This design comes from an exercise in tuning for small area on the open sky130 flow, not from production work. The RTL was checked by simulation tests, not by an equivalence proof against the original design. Power figures rest on the tool's default switching activity, not on a simulated workload.

===== flow/config.mk =====
export PLATFORM = sky130hd
export DESIGN_NAME = script_lexer
export DESIGN_NICKNAME = script_lexer
export VERILOG_FILES = /design/flow/design.v
export SDC_FILE = /design/flow/constraint.sdc
export NUM_CORES = 4
export LEC_CHECK = 0
export CAP_MARGIN = 20
export CORE_MARGIN = 2
export CORE_UTILIZATION = 40
export PLACE_DENSITY = 0.6
export SLEW_MARGIN = 20

===== flow/constraint.sdc =====
create_clock -name core_clock -period 8.0 [get_ports {clk}]
set_input_delay 1.6000 -clock core_clock [delete_from_list [all_inputs] [get_ports {clk}]]
set_output_delay 1.6000 -clock core_clock [all_outputs]
set_load 0.01 [all_outputs]

===== flow/design.v =====
  localparam [5:0] K_IDENT  = 6'd0;
  localparam [5:0] K_BOOL   = 6'd1;
  localparam [5:0] K_INT    = 6'd2;
  localparam [5:0] K_REAL   = 6'd3;
  localparam [5:0] K_STRING = 6'd4;
  localparam [5:0] K_ERROR  = 6'd5;
  localparam [5:0] K_DOTDOT = 6'd6;
  localparam [5:0] K_SINGLE = 6'd18;
  localparam [5:0] K_END    = 6'd35;
  localparam [5:0] M_IDLE     = 6'd0;
  localparam [5:0] M_ID_X     = 6'd1;
  localparam [5:0] M_ID_T1    = 6'd2;
  localparam [5:0] M_ID_T2    = 6'd3;
  localparam [5:0] M_ID_T3    = 6'd4;
  localparam [5:0] M_ID_T4    = 6'd7;
  localparam [5:0] M_ID_F1    = 6'd8;
  localparam [5:0] M_ID_F2    = 6'd9;
  localparam [5:0] M_ID_F3    = 6'd10;
  localparam [5:0] M_ID_F4    = 6'd11;
  localparam [5:0] M_ID_F5    = 6'd12;
  localparam [5:0] M_STRING   = 6'd13;
  localparam [5:0] M_ZERO     = 6'd14;
  localparam [5:0] M_DEC_INT  = 6'd15;
  localparam [5:0] M_DEC_DOT  = 6'd16;
  localparam [5:0] M_DEC_DOTS = 6'd17;    
  localparam [5:0] M_FRAC     = 6'd18;
  localparam [5:0] M_EXP_E    = 6'd19;
  localparam [5:0] M_EXP_SIGN = 6'd20;
  localparam [5:0] M_EXP_DIG  = 6'd21;
  localparam [5:0] M_GARBAGE  = 6'd22;
  localparam [5:0] M_TRAIL    = 6'd23;
  localparam [5:0] M_HEX_X    = 6'd26;
  localparam [5:0] M_HEX_DIG  = 6'd27;
  localparam [5:0] M_DD_INT   = 6'd28;    
  localparam [5:0] M_DD_INTS  = 6'd29;    
  localparam [5:0] M_STR_EMIT = 6'd31;    
  localparam [5:0] M_INIT     = 6'd36;    
  localparam [5:0] M_OP_DOT   = 6'd37;
  localparam [5:0] M_EM_ERR   = 6'd5;
  localparam [5:0] M_EM_DD    = 6'd6;
  localparam [5:0] M_EM_END   = 6'd35;
  localparam [2:0] OP_HOLD  = 3'd0;    
  localparam [2:0] OP_INC   = 3'd1;    
  localparam [2:0] OP_DEC   = 3'd2;    
  localparam [2:0] OP_ADD   = 3'd3;    
  localparam [2:0] OP_CLR   = 3'd4;    
  localparam [2:0] OP_ONES  = 3'd5;    
  function [5:0] single_kind;
    input [7:0] c;
    begin
      case (c)
        "+": single_kind = K_SINGLE + 6'd0;
        "-": single_kind = K_SINGLE + 6'd1;
        "*": single_kind = K_SINGLE + 6'd2;
        "/": single_kind = K_SINGLE + 6'd3;
        "&": single_kind = K_SINGLE + 6'd4;
        "|": single_kind = K_SINGLE + 6'd5;
        "^": single_kind = K_SINGLE + 6'd6;
        "~": single_kind = K_SINGLE + 6'd7;
        "!": single_kind = K_SINGLE + 6'd8;
        "<": single_kind = K_SINGLE + 6'd9;
        ">": single_kind = K_SINGLE + 6'd10;
        "=": single_kind = K_SINGLE + 6'd11;
        "?": single_kind = K_SINGLE + 6'd12;
        ":": single_kind = K_SINGLE + 6'd13;
        "(": single_kind = K_SINGLE + 6'd14;
        ")": single_kind = K_SINGLE + 6'd15;
        ";": single_kind = K_SINGLE + 6'd16;
        default: single_kind = K_ERROR;
      endcase
    end
  endfunction
module sl_front (
  input  logic [8:0] in_data,    
  output logic       eoi,
  output logic       sp,         
  output logic       qt,         
  output logic       zero,       
  output logic       dig,        
  output logic       hex,        
  output logic       idch,       
  output logic       idst,       
  output logic       at,         
  output logic       dot,        
  output logic       xx,         
  output logic       ee,         
  output logic       pm,         
  output logic       opc,        
  output logic [5:0] sk          
);
  localparam [5:0] K_IDENT  = 6'd0;
  localparam [5:0] K_BOOL   = 6'd1;
  localparam [5:0] K_INT    = 6'd2;
  localparam [5:0] K_REAL   = 6'd3;
  localparam [5:0] K_STRING = 6'd4;
  localparam [5:0] K_ERROR  = 6'd5;
  localparam [5:0] K_DOTDOT = 6'd6;
  localparam [5:0] K_SINGLE = 6'd18;
  localparam [5:0] K_END    = 6'd35;
  localparam [5:0] M_IDLE     = 6'd0;
  localparam [5:0] M_ID_X     = 6'd1;
  localparam [5:0] M_ID_T1    = 6'd2;
  localparam [5:0] M_ID_T2    = 6'd3;
  localparam [5:0] M_ID_T3    = 6'd4;
  localparam [5:0] M_ID_T4    = 6'd7;
  localparam [5:0] M_ID_F1    = 6'd8;
  localparam [5:0] M_ID_F2    = 6'd9;
  localparam [5:0] M_ID_F3    = 6'd10;
  localparam [5:0] M_ID_F4    = 6'd11;
  localparam [5:0] M_ID_F5    = 6'd12;
  localparam [5:0] M_STRING   = 6'd13;
  localparam [5:0] M_ZERO     = 6'd14;
  localparam [5:0] M_DEC_INT  = 6'd15;
  localparam [5:0] M_DEC_DOT  = 6'd16;
  localparam [5:0] M_DEC_DOTS = 6'd17;    
  localparam [5:0] M_FRAC     = 6'd18;
  localparam [5:0] M_EXP_E    = 6'd19;
  localparam [5:0] M_EXP_SIGN = 6'd20;
  localparam [5:0] M_EXP_DIG  = 6'd21;
  localparam [5:0] M_GARBAGE  = 6'd22;
  localparam [5:0] M_TRAIL    = 6'd23;
  localparam [5:0] M_HEX_X    = 6'd26;
  localparam [5:0] M_HEX_DIG  = 6'd27;
  localparam [5:0] M_DD_INT   = 6'd28;    
  localparam [5:0] M_DD_INTS  = 6'd29;    
  localparam [5:0] M_STR_EMIT = 6'd31;    
  localparam [5:0] M_INIT     = 6'd36;    
  localparam [5:0] M_OP_DOT   = 6'd37;
  localparam [5:0] M_EM_ERR   = 6'd5;
  localparam [5:0] M_EM_DD    = 6'd6;
  localparam [5:0] M_EM_END   = 6'd35;
  localparam [2:0] OP_HOLD  = 3'd0;    
  localparam [2:0] OP_INC   = 3'd1;    
  localparam [2:0] OP_DEC   = 3'd2;    
  localparam [2:0] OP_ADD   = 3'd3;    
  localparam [2:0] OP_CLR   = 3'd4;    
  localparam [2:0] OP_ONES  = 3'd5;    
  function [5:0] single_kind;
    input [7:0] c;
    begin
      case (c)
        "+": single_kind = K_SINGLE + 6'd0;
        "-": single_kind = K_SINGLE + 6'd1;
        "*": single_kind = K_SINGLE + 6'd2;
        "/": single_kind = K_SINGLE + 6'd3;
        "&": single_kind = K_SINGLE + 6'd4;
        "|": single_kind = K_SINGLE + 6'd5;
        "^": single_kind = K_SINGLE + 6'd6;
        "~": single_kind = K_SINGLE + 6'd7;
        "!": single_kind = K_SINGLE + 6'd8;
        "<": single_kind = K_SINGLE + 6'd9;
        ">": single_kind = K_SINGLE + 6'd10;
        "=": single_kind = K_SINGLE + 6'd11;
        "?": single_kind = K_SINGLE + 6'd12;
        ":": single_kind = K_SINGLE + 6'd13;
        "(": single_kind = K_SINGLE + 6'd14;
        ")": single_kind = K_SINGLE + 6'd15;
        ";": single_kind = K_SINGLE + 6'd16;
        default: single_kind = K_ERROR;
      endcase
    end
  endfunction
  logic [7:0] c;
  logic       alpha;
  always_comb begin
    c     = in_data[8:1];
    eoi   = in_data[0];
    alpha = (c >= "a" && c <= "z") || (c >= "A" && c <= "Z");
    dig   = (c >= "0" && c <= "9");
    zero  = (c == "0");
    hex   = dig || (c >= "a" && c <= "f") || (c >= "A" && c <= "F");
    sp    = (c == " ") || (c == 8'h09) || (c == 8'h0A) || (c == 8'h0D);
    qt    = (c == "'");
    at    = (c == "@");
    dot   = (c == ".");
    xx    = (c == "x") || (c == "X");
    ee    = (c == "e") || (c == "E");
    pm    = (c == "+") || (c == "-");
    idch  = alpha || dig || (c == "_");
    idst  = alpha || (c == "_") || at;
    opc   = (c == ".") || (c == "&") || (c == "|") || (c == "=") ||
            (c == "!") || (c == "<") || (c == ">") || (c == ":") ||
            (c == "+") || (c == "-") || (c == "*") || (c == "/");
    sk    = single_kind(c);
  end
endmodule
module sl_back (
  input  logic        clk,
  input  logic        rst_n,
  input  logic        in_valid,
  output logic        in_stall,
  input  logic [7:0]  c,
  input  logic        eoi, sp, qt, zero, dig, hex, idch, idst, at, dot, xx, ee, pm, opc,
  input  logic [5:0]  sk,
  output logic        out_valid,
  input  logic        out_stall,
  output logic [54:0] out_data
);
  localparam [5:0] K_IDENT  = 6'd0;
  localparam [5:0] K_BOOL   = 6'd1;
  localparam [5:0] K_INT    = 6'd2;
  localparam [5:0] K_REAL   = 6'd3;
  localparam [5:0] K_STRING = 6'd4;
  localparam [5:0] K_ERROR  = 6'd5;
  localparam [5:0] K_DOTDOT = 6'd6;
  localparam [5:0] K_SINGLE = 6'd18;
  localparam [5:0] K_END    = 6'd35;
  localparam [5:0] M_IDLE     = 6'd0;
  localparam [5:0] M_ID_X     = 6'd1;
  localparam [5:0] M_ID_T1    = 6'd2;
  localparam [5:0] M_ID_T2    = 6'd3;
  localparam [5:0] M_ID_T3    = 6'd4;
  localparam [5:0] M_ID_T4    = 6'd7;
  localparam [5:0] M_ID_F1    = 6'd8;
  localparam [5:0] M_ID_F2    = 6'd9;
  localparam [5:0] M_ID_F3    = 6'd10;
  localparam [5:0] M_ID_F4    = 6'd11;
  localparam [5:0] M_ID_F5    = 6'd12;
  localparam [5:0] M_STRING   = 6'd13;
  localparam [5:0] M_ZERO     = 6'd14;
  localparam [5:0] M_DEC_INT  = 6'd15;
  localparam [5:0] M_DEC_DOT  = 6'd16;
  localparam [5:0] M_DEC_DOTS = 6'd17;    
  localparam [5:0] M_FRAC     = 6'd18;
  localparam [5:0] M_EXP_E    = 6'd19;
  localparam [5:0] M_EXP_SIGN = 6'd20;
  localparam [5:0] M_EXP_DIG  = 6'd21;
  localparam [5:0] M_GARBAGE  = 6'd22;
  localparam [5:0] M_TRAIL    = 6'd23;
  localparam [5:0] M_HEX_X    = 6'd26;
  localparam [5:0] M_HEX_DIG  = 6'd27;
  localparam [5:0] M_DD_INT   = 6'd28;    
  localparam [5:0] M_DD_INTS  = 6'd29;    
  localparam [5:0] M_STR_EMIT = 6'd31;    
  localparam [5:0] M_INIT     = 6'd36;    
  localparam [5:0] M_OP_DOT   = 6'd37;
  localparam [5:0] M_EM_ERR   = 6'd5;
  localparam [5:0] M_EM_DD    = 6'd6;
  localparam [5:0] M_EM_END   = 6'd35;
  localparam [2:0] OP_HOLD  = 3'd0;    
  localparam [2:0] OP_INC   = 3'd1;    
  localparam [2:0] OP_DEC   = 3'd2;    
  localparam [2:0] OP_ADD   = 3'd3;    
  localparam [2:0] OP_CLR   = 3'd4;    
  localparam [2:0] OP_ONES  = 3'd5;    
  function [5:0] single_kind;
    input [7:0] c;
    begin
      case (c)
        "+": single_kind = K_SINGLE + 6'd0;
        "-": single_kind = K_SINGLE + 6'd1;
        "*": single_kind = K_SINGLE + 6'd2;
        "/": single_kind = K_SINGLE + 6'd3;
        "&": single_kind = K_SINGLE + 6'd4;
        "|": single_kind = K_SINGLE + 6'd5;
        "^": single_kind = K_SINGLE + 6'd6;
        "~": single_kind = K_SINGLE + 6'd7;
        "!": single_kind = K_SINGLE + 6'd8;
        "<": single_kind = K_SINGLE + 6'd9;
        ">": single_kind = K_SINGLE + 6'd10;
        "=": single_kind = K_SINGLE + 6'd11;
        "?": single_kind = K_SINGLE + 6'd12;
        ":": single_kind = K_SINGLE + 6'd13;
        "(": single_kind = K_SINGLE + 6'd14;
        ")": single_kind = K_SINGLE + 6'd15;
        ";": single_kind = K_SINGLE + 6'd16;
        default: single_kind = K_ERROR;
      endcase
    end
  endfunction
  localparam [2:0] OP_FIX = 3'd6;       
  logic [15:0] P, L;                    
  logic [2:0]  ph;
  logic [5:0]  mode, mode_n;
  logic [2:0]  op_r, op0, op_now;
  logic [1:0]  kc;                      
  logic        cinp;                    
  logic        ovf, cy;
  logic        act, p1, l1;
  logic        emit, acc, pairlen, stroff, fin;
  logic [5:0]  kind;
  logic [5:0]  sf;
  logic        ext, dec, pair;
  logic [5:0]  ext_m, dec_m, fk, pk;
  logic        is_id, is_op, tailst, expok;
  assign act = (ph == 3'd0) && !ovf;
  assign p1  = &P;
  assign l1  = &L;
  always_comb begin
    if (sp)                sf = M_IDLE;
    else if (qt)           sf = M_STRING;
    else if (zero)         sf = M_ZERO;
    else if (dig)          sf = M_DEC_INT;
    else if (idst)         sf = (c == "t") ? M_ID_T1 : (c == "f") ? M_ID_F1 : M_ID_X;
    else if (dot)          sf = M_OP_DOT;
    else if (opc)          sf = sk | 6'd32;
    else                   sf = sk;
  end
  always_comb begin
    is_id  = (mode == M_ID_X) || (mode == M_ID_T1) || (mode == M_ID_T2) || (mode == M_ID_T3) ||
             (mode == M_ID_T4) || (mode == M_ID_F1) || (mode == M_ID_F2) || (mode == M_ID_F3) ||
             (mode == M_ID_F4) || (mode == M_ID_F5);
    is_op  = (mode[5:4] == 2'b11) || (mode == M_OP_DOT);
    tailst = (mode == M_ZERO) || (mode == M_DEC_INT) || (mode == M_FRAC) || (mode == M_EXP_DIG);
    expok  = (mode != M_EXP_DIG);
    case (mode)
      M_ID_T4, M_ID_F5:               fk = K_BOOL;
      M_ZERO, M_DEC_INT, M_HEX_DIG:   fk = K_INT;
      M_FRAC, M_EXP_DIG:              fk = K_REAL;
      default:                        fk = is_id ? K_IDENT :
                                           (mode[5:4] == 2'b11) ? {1'b0, mode[4:0]} : K_ERROR;
    endcase
    if (tailst && at && !eoi) fk = K_ERROR;
    pk = K_ERROR;
    if (mode == M_OP_DOT && dot) pk = K_DOTDOT;
    else if (mode == 6'd54 && c == "&") pk = K_DOTDOT + 6'd1;
    else if (mode == 6'd55 && c == "|") pk = K_DOTDOT + 6'd2;
    else if (c == "=") begin
      case (mode)
        6'd61: pk = K_DOTDOT + 6'd3;
        6'd58: pk = K_DOTDOT + 6'd4;
        6'd59: pk = K_DOTDOT + 6'd5;
        6'd60: pk = K_DOTDOT + 6'd6;
        6'd63: pk = K_DOTDOT + 6'd7;
        6'd50: pk = K_DOTDOT + 6'd8;
        6'd51: pk = K_DOTDOT + 6'd9;
        6'd52: pk = K_DOTDOT + 6'd10;
        6'd53: pk = K_DOTDOT + 6'd11;
        default: pk = K_ERROR;
      endcase
    end
    pair = is_op && (pk != K_ERROR) && !eoi;
    ext = 1'b0;
    ext_m = mode;
    dec = 1'b0;
    dec_m = mode;
    if (!eoi) begin
      if (is_id) begin
        ext = idch;
        case (mode)
          M_ID_T1: ext_m = (c == "r") ? M_ID_T2 : M_ID_X;
          M_ID_T2: ext_m = (c == "u") ? M_ID_T3 : M_ID_X;
          M_ID_T3: ext_m = (c == "e") ? M_ID_T4 : M_ID_X;
          M_ID_F1: ext_m = (c == "a") ? M_ID_F2 : M_ID_X;
          M_ID_F2: ext_m = (c == "l") ? M_ID_F3 : M_ID_X;
          M_ID_F3: ext_m = (c == "s") ? M_ID_F4 : M_ID_X;
          M_ID_F4: ext_m = (c == "e") ? M_ID_F5 : M_ID_X;
          default: ext_m = M_ID_X;
        endcase
      end
      case (mode)
        M_STRING: begin
          if (qt) begin dec = 1'b1; dec_m = M_STR_EMIT; end
          else ext = 1'b1;
        end
        M_ZERO, M_DEC_INT: begin
          ext = 1'b1;
          if (mode == M_ZERO && xx) ext_m = M_HEX_X;
          else if (dig) ext_m = M_DEC_INT;
          else if (dot) ext_m = l1 ? M_DEC_DOTS : M_DEC_DOT;
          else if (ee) ext_m = M_EXP_E;
          else if (idst && !at) ext_m = M_TRAIL;
          else ext = 1'b0;
        end
        M_DEC_DOT, M_DEC_DOTS: begin
          if (dot) begin dec = 1'b1; dec_m = (mode == M_DEC_DOTS) ? M_DD_INTS : M_DD_INT; end
          else if (dig) begin ext = 1'b1; ext_m = M_FRAC; end
          else if (idch) begin ext = 1'b1; ext_m = M_GARBAGE; end
        end
        M_FRAC, M_EXP_DIG: begin
          ext = 1'b1;
          if (dig) ext_m = mode;
          else if (ee && expok) ext_m = M_EXP_E;
          else if (idst && !at) ext_m = M_TRAIL;
          else ext = 1'b0;
        end
        M_EXP_E: begin
          ext = pm || dig;
          ext_m = pm ? M_EXP_SIGN : M_EXP_DIG;
        end
        M_EXP_SIGN: begin
          ext = dig;
          ext_m = M_EXP_DIG;
        end
        M_TRAIL: ext = idch;
        M_GARBAGE: ext = idch || dot;
        M_HEX_X, M_HEX_DIG: begin
          ext = hex || dot || idch;
          ext_m = hex ? M_HEX_DIG : M_GARBAGE;
        end
        default: ;
      endcase
    end
  end
  always_comb begin
    mode_n  = mode;
    op0     = OP_HOLD;
    kc      = 2'd0;
    cinp    = 1'b0;
    emit    = 1'b0;
    acc     = 1'b0;
    kind    = K_ERROR;
    pairlen = 1'b0;
    stroff  = 1'b0;
    fin     = 1'b0;
    case (mode)
      M_IDLE, M_EM_ERR, M_EM_DD, 6'd24, 6'd25, 6'd30, 6'd32, 6'd33, 6'd34, M_EM_END: begin
        emit = (mode != M_IDLE);
        kind = mode;
        fin  = (mode == M_EM_END);
        if (!(emit && out_stall)) begin
          if (in_valid) begin
            acc    = 1'b1;
            mode_n = eoi ? M_EM_END : sf;
            op0    = (mode == M_EM_END) ? OP_CLR : OP_ADD;
            kc     = eoi ? 2'd0 : 2'd1;
          end else if (emit) begin
            mode_n = M_IDLE;
            op0    = (mode == M_EM_END) ? OP_CLR : OP_HOLD;
          end
        end
      end
      M_DD_INT, M_DD_INTS: begin
        emit = 1'b1;
        kind = K_INT;
        if (!out_stall) begin
          mode_n = M_EM_DD;
          op0    = OP_ADD;
          kc     = 2'd2;
          cinp   = (mode == M_DD_INTS);
        end
      end
      M_STR_EMIT: begin
        emit   = 1'b1;
        kind   = K_STRING;
        stroff = 1'b1;
        if (!out_stall) begin
          mode_n = M_IDLE;
          op0    = OP_ADD;
          kc     = 2'd1;
          cinp   = 1'b1;
        end
      end
      M_INIT: begin
        mode_n = M_IDLE;
        op0    = OP_CLR;
      end
      default: begin
        if (in_valid) begin
          if (ext) begin
            acc    = 1'b1;
            mode_n = ext_m;
            op0    = OP_INC;
          end else if (dec) begin
            acc    = 1'b1;
            mode_n = dec_m;
            op0    = OP_DEC;
          end else if (pair) begin
            emit    = 1'b1;
            kind    = pk;
            pairlen = 1'b1;
            if (!out_stall) begin
              acc    = 1'b1;
              mode_n = M_IDLE;
              op0    = OP_ADD;
              kc     = 2'd1;
            end
          end else begin
            emit = 1'b1;
            kind = fk;
            if (!out_stall) begin
              acc    = 1'b1;
              mode_n = eoi ? M_EM_END : sf;
              op0    = OP_ADD;
              kc     = eoi ? 2'd0 : 2'd1;
            end
          end
        end
      end
    endcase
  end
  assign out_valid = act && emit;
  assign in_stall  = !(act && acc);
  assign out_data  = {kind, P, P + {15'd0, stroff && !p1},
                      L[15:2], L[1] | pairlen, L[0] && !pairlen, fin};
  logic       cin_now;
  logic [2:0] padd;
  logic [2:0] ladd;
  logic [1:0] pw, lw;
  logic       cy_n;
  always_comb begin
    if (ovf)
      op_now = OP_FIX;
    else if (ph == 3'd0)
      op_now = (op0 == OP_ADD && p1) ? OP_ONES : op0;
    else
      op_now = op_r;
    if (ph == 3'd0)
      cin_now = (op_now == OP_INC) ? !l1 : (op_now == OP_ADD) ? cinp : 1'b0;
    else
      cin_now = cy;
    padd = {1'b0, P[1:0]} + {1'b0, L[1:0]} + {2'b00, cin_now};
    ladd = {1'b0, L[1:0]} + ((op_now == OP_DEC) ? 3'd3 : 3'd0) + {2'b00, cin_now};
    pw   = P[1:0];
    lw   = L[1:0];
    cy_n = 1'b0;
    case (op_now)
      OP_INC, OP_DEC: begin
        lw   = ladd[1:0];
        cy_n = ladd[2];
      end
      OP_ADD: begin
        pw   = padd[1:0];
        lw   = (ph == 3'd0) ? kc : 2'd0;
        cy_n = padd[2];
      end
      OP_CLR: begin
        pw = 2'd0;
        lw = (ph == 3'd0) ? kc : 2'd0;
      end
      OP_ONES: begin
        pw = 2'd3;
        lw = (ph == 3'd0) ? kc : 2'd0;
      end
      OP_FIX: pw = 2'd3;
      default: ;
    endcase
  end
  always_ff @(posedge clk) begin
    P  <= {pw, P[15:2]};
    L  <= {lw, L[15:2]};
    cy <= cy_n;
    if (ph == 3'd0) op_r <= op_now;
  end
  always_ff @(posedge clk) begin
    if (!rst_n) begin
      ph   <= 3'd0;
      mode <= M_INIT;
      ovf  <= 1'b0;
    end else begin
      ph <= ph + 3'd1;
      if (act) mode <= mode_n;
      if (ph == 3'd7) ovf <= !ovf && (op_now == OP_ADD) && padd[2];
    end
  end
endmodule
module script_lexer (
  input  logic        clk,
  input  logic        rst_n,
  input  logic        in_valid,
  output logic        in_stall,
  input  logic [8:0]  in_data,    
  output logic        out_valid,
  input  logic        out_stall,
  output logic [54:0] out_data    
);
  logic       eoi, sp, qt, zero, dig, hex, idch, idst, at, dot, xx, ee, pm, opc;
  logic [5:0] sk;
  sl_front u_front (
    .in_data(in_data), .eoi(eoi), .sp(sp), .qt(qt), .zero(zero), .dig(dig), .hex(hex),
    .idch(idch), .idst(idst), .at(at), .dot(dot), .xx(xx), .ee(ee), .pm(pm), .opc(opc),
    .sk(sk)
  );
  sl_back u_back (
    .clk(clk), .rst_n(rst_n),
    .in_valid(in_valid), .in_stall(in_stall), .c(in_data[8:1]),
    .eoi(eoi), .sp(sp), .qt(qt), .zero(zero), .dig(dig), .hex(hex),
    .idch(idch), .idst(idst), .at(at), .dot(dot), .xx(xx), .ee(ee), .pm(pm), .opc(opc),
    .sk(sk),
    .out_valid(out_valid), .out_stall(out_stall), .out_data(out_data)
  );
endmodule

===== flow/run.sh =====
#!/bin/bash
# synth_recipe.tcl (not shown) runs the flow's synth.tcl, then flattens the netlist and writes it again
# the make line also repeats each setting of config.mk as NAME=value (left out here)
make -C /OpenROAD-flow-scripts/flow DESIGN_CONFIG=/design/flow/config.mk WORK_HOME=/design/flow/orfs CLKGATE_MAP_FILE= SYNTH_SCRIPT=/design/flow/synth_recipe.tcl finish

==> results of run 1 <==
worst max-delay path: stages:
cell and delay [ns]:
clkdlybuf4s50_1 0.73, or4b_1 0.85, nor3_2 0.31, a21oi_1 0.13
a21oi_1 0.14, a2bb2oi_1 0.32, a21o_1 0.26, nand3_1 0.28
o32ai_1 0.36, clkdlybuf4s50_1 0.58
final timing paths:
| kind | startpoint | endpoint | slack (ns) | cells after the start |
|---|---|---|---|---|
| worst min-delay path | u_back.L[7] | u_back.L[5] | 0.37 | 0 |
| worst max register to register | u_back.mode[1] | u_back.L[15] | 2.99 | 15 |
| worst min register to register | u_back.L[7] | u_back.L[5] | 0.37 | 0 |
| worst max-delay path | in_data[5] | out_data[53] | 0.84 | 10 |
synth_stat cells (4+ instances only):
cell / n
o2bb2ai_1: 4
and2_1: 10
a211o_1: 4
a22oi_1: 4
xor2_1: 5
buf_1: 8
ha_1: 5
o22ai_1: 7
nand2_1: 79
nand2b_1: 15
and3_1: 5
xnor2_1: 13
o21ai_0: 42
nand3b_1: 4
a21oi_1: 43
nand4_1: 19
o21bai_1: 4
clkbuf_1: 31
mux2i_1: 4
o211ai_1: 7
a31oi_1: 17
o21a_1: 5
nor2_1: 53
nor4_1: 10
or2_2: 4
a21boi_0: 5
nand3_1: 30
o32ai_1: 5
nor3_1: 30
buf_4: 15
dfxtp_1: 43
a211oi_1: 7
nor2b_1: 13
fa_1: 4
inv_1: 18
buf_2: 11
nor3b_1: 6
a2bb2oi_1: 4
a2111oi_0: 4
nand4b_1: 4
metal layers:
| metal | track usage | vias to the layer above | share of wire |
|---|---|---|---|
| li1 | - | 2558 | - |
| met2 | 0.403 | 278 | 0.43 |
| met4 | 0.0829 | 0 | 0.026 |
| met3 | 0.0454 | 38 | 0.083 |
| met5 | 0 | - | 0 |
| met1 | 0.401 | 2553 | 0.46 |
cells in the final DEF (no fill, tap or decap), drive strengths merged, types with 13 or more instances in the layout:
cell type,n
a21oi,44
a31oi,17
buf,20
clkdlybuf4s50,69
dfxtp,43
inv,19
nand2,79
nand2b,15
nand3,30
nand4,19
nor2,53
nor2b,13
nor3,32
o21ai,43
xnor2,13
per-stage QoR:
step / instances / hold WS [ns]
global placement: 841 / 0.358
finish: 849 / 0.371
floorplan: 676 / 0.351
CTS: 849 / 0.372
detailed placement: 841 / 0.363
global route: 849 / 0.378
logic make-up after synthesis:
| group | synth area share |
|---|---|
| compound gates | 0.290 |
| xor+xnor | 0.0334 |
| fa+ha+maj | 0.0323 |
| buf+inv | 0.0864 |
| flops | 0.201 |
| mux | 0.0109 |
| simple gates | 0.345 |
sequential cells by signal, summed over array words and instances (netlist names):
register     flops
u_back.cy        1
u_back.mode      6
u_back.P        16
u_back.ovf       1
u_back.ph        3
u_back.op_r      3
u_back.L        16
cell type report:
type                            instances  area [sq um]
Tap cell                              143           179
Clock inverter                          3          43.8
Fill cell                            1181          5890
Multi-Input combinational cell        544          3370
Inverter                               19          71.3
Sequential cell                        46           951
Clock buffer                            5           125
Timing Repair Buffer                   89           841
where the power goes:
group	switching (uW)	internal, uW	leakage (uW)
Clock	89.2	147	0.0000804
Combinational	783	555	0.00146
Sequential	93.2	326	0.000387
==> summary.txt, run 1 <==
Outcome
  – Status: timing/DRC/antenna clean

Flow run
  – Max cap viols: 0

Worst setup path
  – Critical path endpoint category: primary output
  – CP Max Fanout: 19
  – Worst EP arrival: ~5.6 ns
  – Startpoint Class: primary input
  – CP Class: in -> out
  – WP data required: ~6.4 ns

Clock network
  – CTS Sinks: 46
  – # H-tree levels: 2
  – Post-CTS setup buffer count: 0
  – Worst-path clk slew: about 0.06 ns
  – CTS tree: built
  – Clock Path Buffers: 2
  – Root Driver: clkbuf_16
  – Clock Latency Late Sink: 0.29 ns
  – Num CTS Buffers: 5
  – Hold buffers post-CTS: 0
  – Post-cts resize count: 0

Route
  – Drt initial violations: about 580
  – Routed wire length: between 15000 and 20000 microns
  – Vias per cell: around 6.4
  – DRC: 0
  – Routed len/inst: around 20 microns
  – Post-route ant nets: 0
  – 1st-pass router iterations: 5
  – Via count: 5427

Layout
  – Area growth, synth to finish: 18.2%
  – Core Util, Final: 0.486
  – # diodes: 0
  – Final net count: approximately 730
  – Fin area: approximately 5600 sq um
  – Layout cells sized above 1: 0.0652

Hold path
  – Hold Crit Class: reg -> reg

Global route
  – Initial antenna violation count: 0
  – First-pass GRT wire length: ~28000 microns
  – Vias in the first global route: a little under 5000
  – GRT Total Usage: 0.272
  – Remaining global-route overflow: 0
  – Pin count of the biggest net entering global routing: just over 40

Timing
  – Setup Viol. Count Final: 0
  – Setup TNS: 0 ns
  – Fin crit period: about 7.2 ns
  – Worst-Margin Slew: between 1 and 1.5 ns
  – Fmax: 140 MHz
  – Final Slew Violations: 0
  – Endpoints failing hold: 0
  – Max-slew headroom: 0.330
  – Final WS setup: roughly 0.84 ns
  – Final period util: 0.895
  – Setup Skew: between 0.005 and 0.006 ns
  – RSZ-0062 raised after global routing: no

Logic synthesis
  – Library cells used by synthesis: 84
  – Mean post-synth cell area: around 7 sq um
  – Register area share after synthesis: 0.201
  – Cell Area, Synth: 4720 sq um
  – Synth Warn #: 2
  – Post-synth ARST share: 0
  – Post-synth top area cell: dfxtp_1
  – Area contributors post-synth: dfxtp_1 (18%), nand2_1 (6.3%), a21oi_1 (4.6%)
  – Mapped Cells: ~680
  – Yosys reg bits: 46
  – Yosys top cell area share: 0.182
  – Ys flop type: dfxtp_1
  – EDFF count, synth: 3
  – Net Count, Synth: approximately 700

Place
  – Port bufs: slightly below 70
  – GPL Wtd Cong: between 0.9 and 1
  – Placed cell area: between 5000 and 6000 sq um
  – Detailed placer's ending HPWL: about 13000 microns
  – Worst slack, placed: roughly 0.9 ns

Floorplanning
  – Starting Density: 0.412
  – Die width: ~110 microns
  – Die Span Y: between 100 and 150 microns
  – Num rows: 39
  – # IOs: 70
  – Die area: 12700 sq um
  – Core ar.: between 10000 and 15000 sq um

Power and ir drop
  – Max rail drop VDD: about 0.25 mV
  – Pwr/cell area: between 300 and 400 nW/um^2
  – Leakage Power: roughly 0.0019 uW
  – Total power: ~2000 uW
==> run 2, diff against run 1 <==
--- a/flow/config.mk
+++ b/flow/config.mk
@@ -5,6 +5,7 @@
 export SDC_FILE = /design/flow/constraint.sdc
 export NUM_CORES = 4
 export LEC_CHECK = 0
+export ABC_AREA = 1
 export CAP_MARGIN = 20
 export CORE_MARGIN = 2
 export CORE_UTILIZATION = 40
==> run 2 against run 1 <==
Compared with the run above: critical path type unchanged; worst hold slack got worse by 0.0022 ns; clock power fell by 32%; still clean on timing, DRC and antenna; combinational power down 13%; routed wire length shrank 13%; sequential power rose by 6.4%; critical path depth rose by 7; setup slack gained 0.58 ns; cell count is 6.6% higher; clock skew shrank 0.0016 ns; clock-buffer cell count grew 2.
==> summary.txt, run 2 <==
Timing
  – Hold slack final: 0.368 ns (-0.00220 ns)
  – Final period util: 0.823 (-0.0721)
  – Endpoints failing hold: 0 (unchanged)
  – Fmax: 152 MHz (+8.8%)
  – Worst-Margin Slew: 0.673 ns (-0.330 ns)
  – Fin crit period: 6.58 ns (-0.577 ns)
  – Setup TNS: 0 ns (unchanged)
  – Setup Viol. Count Final: 0 (unchanged)
  – Setup Skew: 0.00398 ns (-0.00160 ns)
  – Final Slew Violations: 0 (unchanged)
  – RSZ-0062 raised after global routing: no
  – Max-slew headroom: 0.550 (+0.219)

Logic synthesis
  – Count leader, synth: nand2_1
  – Register area share after synthesis: 0.222 (+0.0202)
  – Mapped Cells: 712 (+5.3%)
  – Yosys top cell area share: 0.201 (+0.0183)
  – Library cells used by synthesis: 55 (-35%)
  – Mean post-synth cell area: 6.03 sq um (-14%)
  – Net Count, Synth: 734 (+5.2%)
  – Top post-synthesis cells by count: nand2_1 (177), nor2_1 (97), inv_1 (82)
  – Synth Warn #: 2 (unchanged)
  – Ys flop type: dfxtp_1
  – Post-synth top area cell: dfxtp_1
  – Post-synth ARST share: 0 (unchanged)
  – Area contributors post-synth: dfxtp_1 (20%), nand2_1 (15%), nor2_1 (8.5%)
  – EDFF count, synth: 3 (unchanged)
  – Cell Area, Synth: 4290 sq um (-9.1%)
  – Yosys reg bits: 46 (unchanged)

Outcome
  – Status: timing/DRC/antenna clean

Floorplanning
  – Starting Density: 0.414 (+0.00206)
  – Die area: 11600 sq um (-8.8%)
  – # IOs: 70 (unchanged)
  – Core ar.: 10400 sq um (-9.6%)
  – Die Span Y: 108 microns (-4.5%)
  – Num rows: 37 (-5.1%)
  – Die width: 108 microns (-4.5%)

Layout
  – Area growth, synth to finish: 19.4%
  – # diodes: 0 (unchanged)
  – Commonest non-fill, non-tap cell in the layout: nand2_1
  – Largest registers: u_back.L: 16 flops, u_back.P: 16 flops, u_back.mode: 6 flops
  – Most frequent cells in the layout: nand2_1 (177), nor2_1 (97), inv_1 (82)
  – Layout cells sized above 1: 0.0871 (+0.0220)
  – Final net count: 790 (+8.7%)

Global route
  – Remaining global-route overflow: 0 (unchanged)
  – First-pass GRT wire length: 24300 microns (-13%)
  – Pin count of the biggest net entering global routing: 15 (-63%)
  – Initial antenna violation count: 0 (unchanged)
  – Vias in the first global route: 4699 (-4.7%)
  – GRT Total Usage: 0.265 (-0.00637)

Route
  – 1st-pass router iterations: 5 (unchanged)
  – Routed len/inst: 16.6 microns (-19%)
  – Routed wire length: 15100 microns (-13%)
  – Post-route ant nets: 0 (unchanged)
  – Vias per cell: 5.67 (-11%)
  – DRC: 0 (unchanged)
  – Drt initial violations: 616 (+7.1%)
  – Via count: 5133 (-5.4%)

Worst setup path
  – Buf+Inv Stages, Crit Path: 5 (+3)
  – Slowest cell on crit path: clkdlybuf4s50_1
  – CP Max Fanout: 7 (-12)
  – Worst EP arrival: 4.98 ns (-0.58 ns)
  – Critical path endpoint category: primary output
  – Slowest stage delay, CP: 0.57 ns (-0.28 ns)
  – Top delay family on crit path: buffers and inverters
  – CP Cell Sequence: clkdlybuf4s50_1 -> nor2_1 -> nand2_1 -> nor2_1 -> inv_1 -> a21oi_1 -> inv_1 -> nand4_1 -> nand2_1 -> nand2_1 -> a31oi_1 -> inv_1 -> nor2_1 -> a21oi_1 -> nor3_1 -> o221ai_1 -> clkdlybuf4s50_1
  – Startpoint Class: primary input
  – CP Class: in -> out
  – WP data required: 6.40 ns (about the same)

Clock network
  – Post-cts resize count: 0 (unchanged)
  – Num CTS Buffers: 5 (unchanged)
  – CTS tree: built
  – Post-CTS setup buffer count: 0 (unchanged)
  – Hold buffers post-CTS: 0 (unchanged)
  – Clock Latency Late Sink: 0.30 ns (about the same)
  – Clock Path Buffers: 2 (unchanged)
  – # H-tree levels: 2 (unchanged)
  – Worst-path clk slew: 0.09 ns (+0.03 ns)
  – Root Driver: clkbuf_8
  – CTS Sinks: 46 (unchanged)

Place
  – Detailed placer's ending HPWL: 12500 microns (-3.3%)
  – GPL Wtd Cong: 1.02 (+4.0%)
  – Port bufs: 69 (unchanged)

Hold path
  – Hold Crit Class: reg -> reg

Power and ir drop
  – Leakage Power: 0.00231 uW (+20%)
  – Max rail drop VDD: 0.162 mV (-35%)
  – Pwr/cell area: 345 nW/um^2 (-3.4%)

Flow run
  – Max cap viols: 0 (unchanged)
==> run 2: cell count changes after synthesis, moves of 13 or more <==
cell,before,now
nand2_1,79,177
inv_1,18,82
nor2_1,53,97
clkbuf_1,31,1
inv_2,0,21
nand2b_1,15,0
nor2b_1,13,0
nor3_1,30,17
o21ai_0,42,29
==> run 2: worst register-to-register path: stages, from the launching register on <==
cell	delay, ns
dfxtp_1	0.58
inv_2	0.16
nor2_1	0.19
nand2_1	0.09
nor2_1	0.31
nand4_1	0.15
nand2_1	0.12
nand2_1	0.16
nand2_1	0.18
nand2_1	0.10
nand2_1	0.08
nand2_1	0.05
inv_1	0.07
nand2_2	0.06
nor2_2	0.09
nand3_2	0.09
nand2_2	0.10
nand2_2	0.07
nand2_4	0.11
nor2_1	0.05
nand3_1	0.12
nand2_1	0.06
nand2_1	0.05
nand2_1	0.06
fa_1	0.38
fa_1	0.44
nand2_1	0.09
nand3_1	0.10
==> run 2: report_power, final <==
group          internal (uW)  switching [uW]
Sequential               327             119
Clock                   80.7            81.2
Combinational            477             684
==> run 2: logic make-up after synthesis <==
family / share of synthesized area
AOI/OAI and AO/OA: 0.169
xor gates and xnor gates: 0.0245
adders and majority gates: 0.0332
buffers and inverters: 0.124
DFF: 0.222
and+or+nand+nor: 0.428
==> run 2: area by class of cell <==
cell class	count	area, sq um
inverter	104	390
multi-input combinational	541	2810
timing repair buffer	70	698
fill	1119	5250
tap	136	170
sequential	46	951
clock buffer	7	97.6
clock inverter	1	7.51
==> run 2: routing by layer <==
| metal | wire length [microns] | up-vias | global-route usage | part of all wire |
|---|---|---|---|---|
| li1 | - | 2458 | - | - |
| met1 | 6810 | 2340 | 0.388 | 0.45 |
| met2 | 6260 | 303 | 0.393 | 0.42 |
| met3 | 1660 | 32 | 0.0605 | 0.11 |
| met4 | 329 | 0 | 0.0632 | 0.022 |
| met5 | 0 | - | 0 | 0 |
==> run 2: worst paths after layout <==
kind / startpoint / endpoint / slack [ns] / depth (start not counted)
setup / recovery: in_data[2] / out_data[49] / 1.42 / 17
setup reg to reg: u_back.mode[0] / u_back.L[15] / 3.76 / 27
hold reg to reg: u_back.L[8] / u_back.L[6] / 0.37 / 0
hold / removal: u_back.L[8] / u_back.L[6] / 0.37 / 0
==> run 2: metrics by stage <==
step / setup slack [ns] / util / power, uW / instances / instance area (sq um)
finish: 1.42 / 0.494 / 1770 / 905 / 5120
global placement: 1.64 / 0.484 / 1600 / 897 / 5020
detailed placement: 1.53 / 0.484 / 1590 / 897 / 5020
floorplan: 3.07 / - / 1140 / 712 / 4290
CTS: 1.52 / 0.494 / 1760 / 905 / 5120
global route: 1.01 / 0.494 / 1910 / 905 / 5120
==> run 3, diff against run 2 <==
==> flow/flow/run.sh (new file) <==
#!/bin/bash
# Standard layout, with the smallest buffer on each port and the flow's own logs kept.
set -euo pipefail
export BUFFER_PORTS_ARGS="-buffer_cell sky130_fd_sc_hd__buf_1"
bash standard.sh > standard.log 2>&1
==> flow/standard.sh (new file) <==
#!/bin/bash
# synth_recipe.tcl (not shown) runs the flow's synth.tcl, then flattens the netlist and writes it again
# the make line also repeats each setting of config.mk as NAME=value (left out here)
make -C /OpenROAD-flow-scripts/flow DESIGN_CONFIG=/design/flow/config.mk WORK_HOME=/design/flow/orfs CLKGATE_MAP_FILE= SYNTH_SCRIPT=/design/flow/synth_recipe.tcl "${@:-finish}"
removed: flow/run.sh
==> run 3 against run 2 <==
Compared with the run above: register-to-register slack gained 0.05 ns; via count shrank 0.99%; die area is the same; clock skew shrank 0.0015 ns; global-route usage grew 0.17 points; synthesized area is the same; sequential cell count is the same; final area shrank 8.4%.
==> summary.txt, run 3 <==
Outcome
  – Status: timing/DRC/antenna clean

Power and ir drop
  – Max rail drop VDD: 0.163 mV (+1.0%)
  – Leakage Power: 0.00213 uW (-7.7%)
  – Pwr/cell area: 338 nW/um^2 (-2.0%)

Logic synthesis
  – Register area share after synthesis: 0.222 (unchanged)
  – Library cells used by synthesis: 55 (unchanged)
  – Count leader, synth: nand2_1
  – Yosys top cell area share: 0.201 (unchanged)
  – Mean post-synth cell area: 6.03 sq um (unchanged)
  – Cell Area, Synth: 4290 sq um (unchanged)
  – Yosys reg bits: 46 (unchanged)
  – EDFF count, synth: 3 (unchanged)
  – Mapped Cells: 712 (unchanged)
  – Area contributors post-synth: dfxtp_1 (20%), nand2_1 (15%), nor2_1 (8.5%)
  – Synth Warn #: 2 (unchanged)
  – Post-synth top area cell: dfxtp_1
  – Post-synth ARST share: 0 (unchanged)
  – Net Count, Synth: 734 (unchanged)
  – Top post-synthesis cells by count: nand2_1 (177), nor2_1 (97), inv_1 (82)
  – Ys flop type: dfxtp_1

Timing
  – Setup TNS: 0 ns (unchanged)
  – Setup Viol. Count Final: 0 (unchanged)
  – Final period util: 0.738 (-0.0851)
  – Worst-Margin Slew: 0.746 ns (+0.0727 ns)
  – Hold slack final: 0.369 ns (+0.000280 ns)
  – Final Slew Violations: 0 (unchanged)
  – Setup Skew: 0.00250 ns (-0.00148 ns)
  – Fin crit period: 5.90 ns (-0.681 ns)
  – Endpoints failing hold: 0 (unchanged)
  – RSZ-0062 raised after global routing: no
  – Fmax: 169 MHz (+12%)
  – Final WS setup: 2.10 ns (+0.681 ns)
  – Max-slew headroom: 0.503 (-0.0468)

Route
  – Via count: 5082 (-0.99%)
  – Drt initial violations: 356 (-42%)
  – Vias per cell: 5.62 (-0.99%)
  – Routed len/inst: 16.9 microns (+1.7%)
  – DRC: 0 (unchanged)
  – Routed wire length: 15300 microns (+1.7%)
  – Post-route ant nets: 0 (unchanged)
  – 1st-pass router iterations: 5 (unchanged)

Layout
  – Layout cells sized above 1: 0.0871 (unchanged)
  – # diodes: 0 (unchanged)
  – Largest registers: u_back.L: 16 flops, u_back.P: 16 flops, u_back.mode: 6 flops
  – Fin area: 4690 sq um (-8.4%)
  – Most frequent cells in the layout: nand2_1 (177), nor2_1 (97), inv_1 (82)
  – Commonest non-fill, non-tap cell in the layout: nand2_1
  – Area growth, synth to finish: 9.36%
  – Final std cells w/o fill: 905 (unchanged)
  – Final net count: 790 (unchanged)

Clock network
  – Worst-path clk slew: 0.08 ns (about the same)
  – Post-CTS setup buffer count: 0 (unchanged)
  – Clock Path Buffers: 2 (unchanged)
  – CTS tree: built
  – Post-cts resize count: 0 (unchanged)
  – # H-tree levels: 2 (unchanged)
  – CTS Sinks: 46 (unchanged)
  – Clock Latency Late Sink: 0.29 ns (about the same)
  – Hold buffers post-CTS: 0 (unchanged)
  – Root Driver: clkbuf_8
  – Num CTS Buffers: 5 (unchanged)

Worst setup path
  – Reg2Reg Depth: 22 (-19%)
  – Worst EP arrival: 4.30 ns (-0.68 ns)
  – WP data required: 6.40 ns (about the same)
  – Startpoint Class: primary input
  – CP Max Fanout: 7 (unchanged)
  – Flop-to-flop setup slack: 3.81 ns (+0.05 ns)
  – Reg2reg start: u_back.mode[0]
  – Critical path endpoint category: primary output
  – CP Class: in -> out
  – FF-to-FF End: u_back.P[15]

Place
  – GPL Wtd Cong: 0.929 (-8.9%)
  – Inst Count DP: 897 (unchanged)
  – Worst slack, placed: 2.23 ns (+0.695 ns)
  – Detailed placer's ending HPWL: 12600 microns (+0.96%)
  – Port bufs: 69 (unchanged)
  – Placed cell area: 4590 sq um (-8.6%)

Hold path
  – Hold EP: u_back.L[7]
  – Hold_sp: u_back.L[9]
  – Hold Crit Class: reg -> reg
  – Hold Crit Depth: 0 (unchanged)

Global route
  – Remaining global-route overflow: 0 (unchanged)
  – GRT Total Usage: 0.267 (+0.00168)
  – Vias in the first global route: 4711 (+0.26%)
  – Initial antenna violation count: 0 (unchanged)
  – First-pass GRT wire length: 24400 microns (+0.71%)
  – Pin count of the biggest net entering global routing: 15 (unchanged)

Floorplanning
  – Starting Density: 0.414 (unchanged)
  – # IOs: 70 (unchanged)
  – Die Span Y: 108 microns (unchanged)
  – Die width: 108 microns (unchanged)
  – Die area: 11600 sq um (unchanged)
  – Core ar.: 10400 sq um (unchanged)
  – Num rows: 37 (unchanged)

Flow run
  – Max cap viols: 0 (unchanged)
## run 3: cell counts after synthesis
Identical to the previous run, type by type.
## run 3: worst max-delay path by stage
stage / from / end / slack [ns] / depth (start not counted)
floorplan: in_data[6] / out_valid / 3.07 / 15
global placement: in_data[2] / out_data[49] / 2.22 / 17
detailed placement: in_data[2] / out_data[49] / 2.23 / 17
CTS: in_data[2] / out_data[49] / 2.21 / 17
global route: in_data[2] / out_data[49] / 1.89 / 17
finish: in_data[2] / out_data[49] / 2.10 / 17
## run 3: logic make-up (layout without fill, tap and decap cells)
group	Yosys count	count (layout)	share of synthesized area
AOI/OAI and AO/OA	115	115	0.169
xor gates and xnor gates	12	12	0.0245
adders and majority gates	9	9	0.0332
buffers and inverters	125	182	0.124
DFF	46	46	0.222
and+or+nand+nor	405	405	0.428
## run 3: critical path, cell delays in order
cell      delay, ns
buf_1          0.15
nor2_1         0.44
nand2_1        0.17
nor2_1         0.40
inv_1          0.14
a21oi_1        0.14
inv_1          0.08
nand4_1        0.09
nand2_1        0.14
nand2_1        0.12
a31oi_1        0.09
inv_1          0.14
nor2_1         0.05
a21oi_1        0.12
nor3_1         0.06
o221ai_1       0.16
buf_1          0.19
## run 3: area by class of cell
class / instances / area (sq um)
inverters: 104 / 390
fillers: 1130 / 5680
clock buffers: 7 / 97.6
clock inverters: 1 / 7.51
multi-input cells: 541 / 2810
well taps: 136 / 170
repair buffers: 70 / 267
flip-flops and latches: 46 / 951
## run 3: layer usage
metal	GRT usage	vias up	share of wire
met4	0.0714	0	0.024
met5	0	-	0
li1	-	2463	-
met1	0.380	2347	0.47
met2	0.417	243	0.43
met3	0.0442	29	0.073
## run 3: through the flow
stage	total power (uW)	util
global route	1730	0.452
global placement	1420	0.442
floorplan	1140	-
finish	1590	0.452
CTS	1580	0.452
detailed placement	1420	0.442
## run 3: where the power goes
part | internal, uW | switching (uW) | leakage, uW
sequential | 327 | 120 | 0.000387
combinational | 310 | 674 | 0.00170
clock | 80.7 | 77.1 | 0.0000496
total | 717 | 870 | 0.00213

## port drivers added, routing unchanged
Ports are ideal in the flow. The routed layouts listed here were re-timed in OpenROAD.
Step 1 sets driving cells, clkbuf_16 on the clock port and buf_2 on the other inputs (assumed; they add their load-dependent delay and slew).
Step 2 moves the port delays by t, midway between the first and last clock arrival at a register: inputs arrive t later, outputs are due t later. That takes back most of the time a late clock gives input paths.
Three values: ideal, step 1, step 2; two values: the first two.
run	shift t [ns]	setup WS [ns]	worst hold slack (ns)	clock arrival spread, ns	pins driven straight from the clock port
run 1	0.327	0.841 / 0.817 / 0.817	0.371 / 0.371 / 0.371	0.005 / 0.006	1
run 2	0.331	1.418 / 1.393 / 1.393	0.368 / 0.368 / 0.368	0.005 / 0.004	1
run 3	0.317	2.099 / 2.079 / 2.079	0.369 / 0.369 / 0.369	0.003 / 0.003	1
After both steps every run listed still meets setup and hold. For run 2, which loses most, drivers alone change the setup slack by -0.025 ns; drivers and shift together by -0.025 ns.
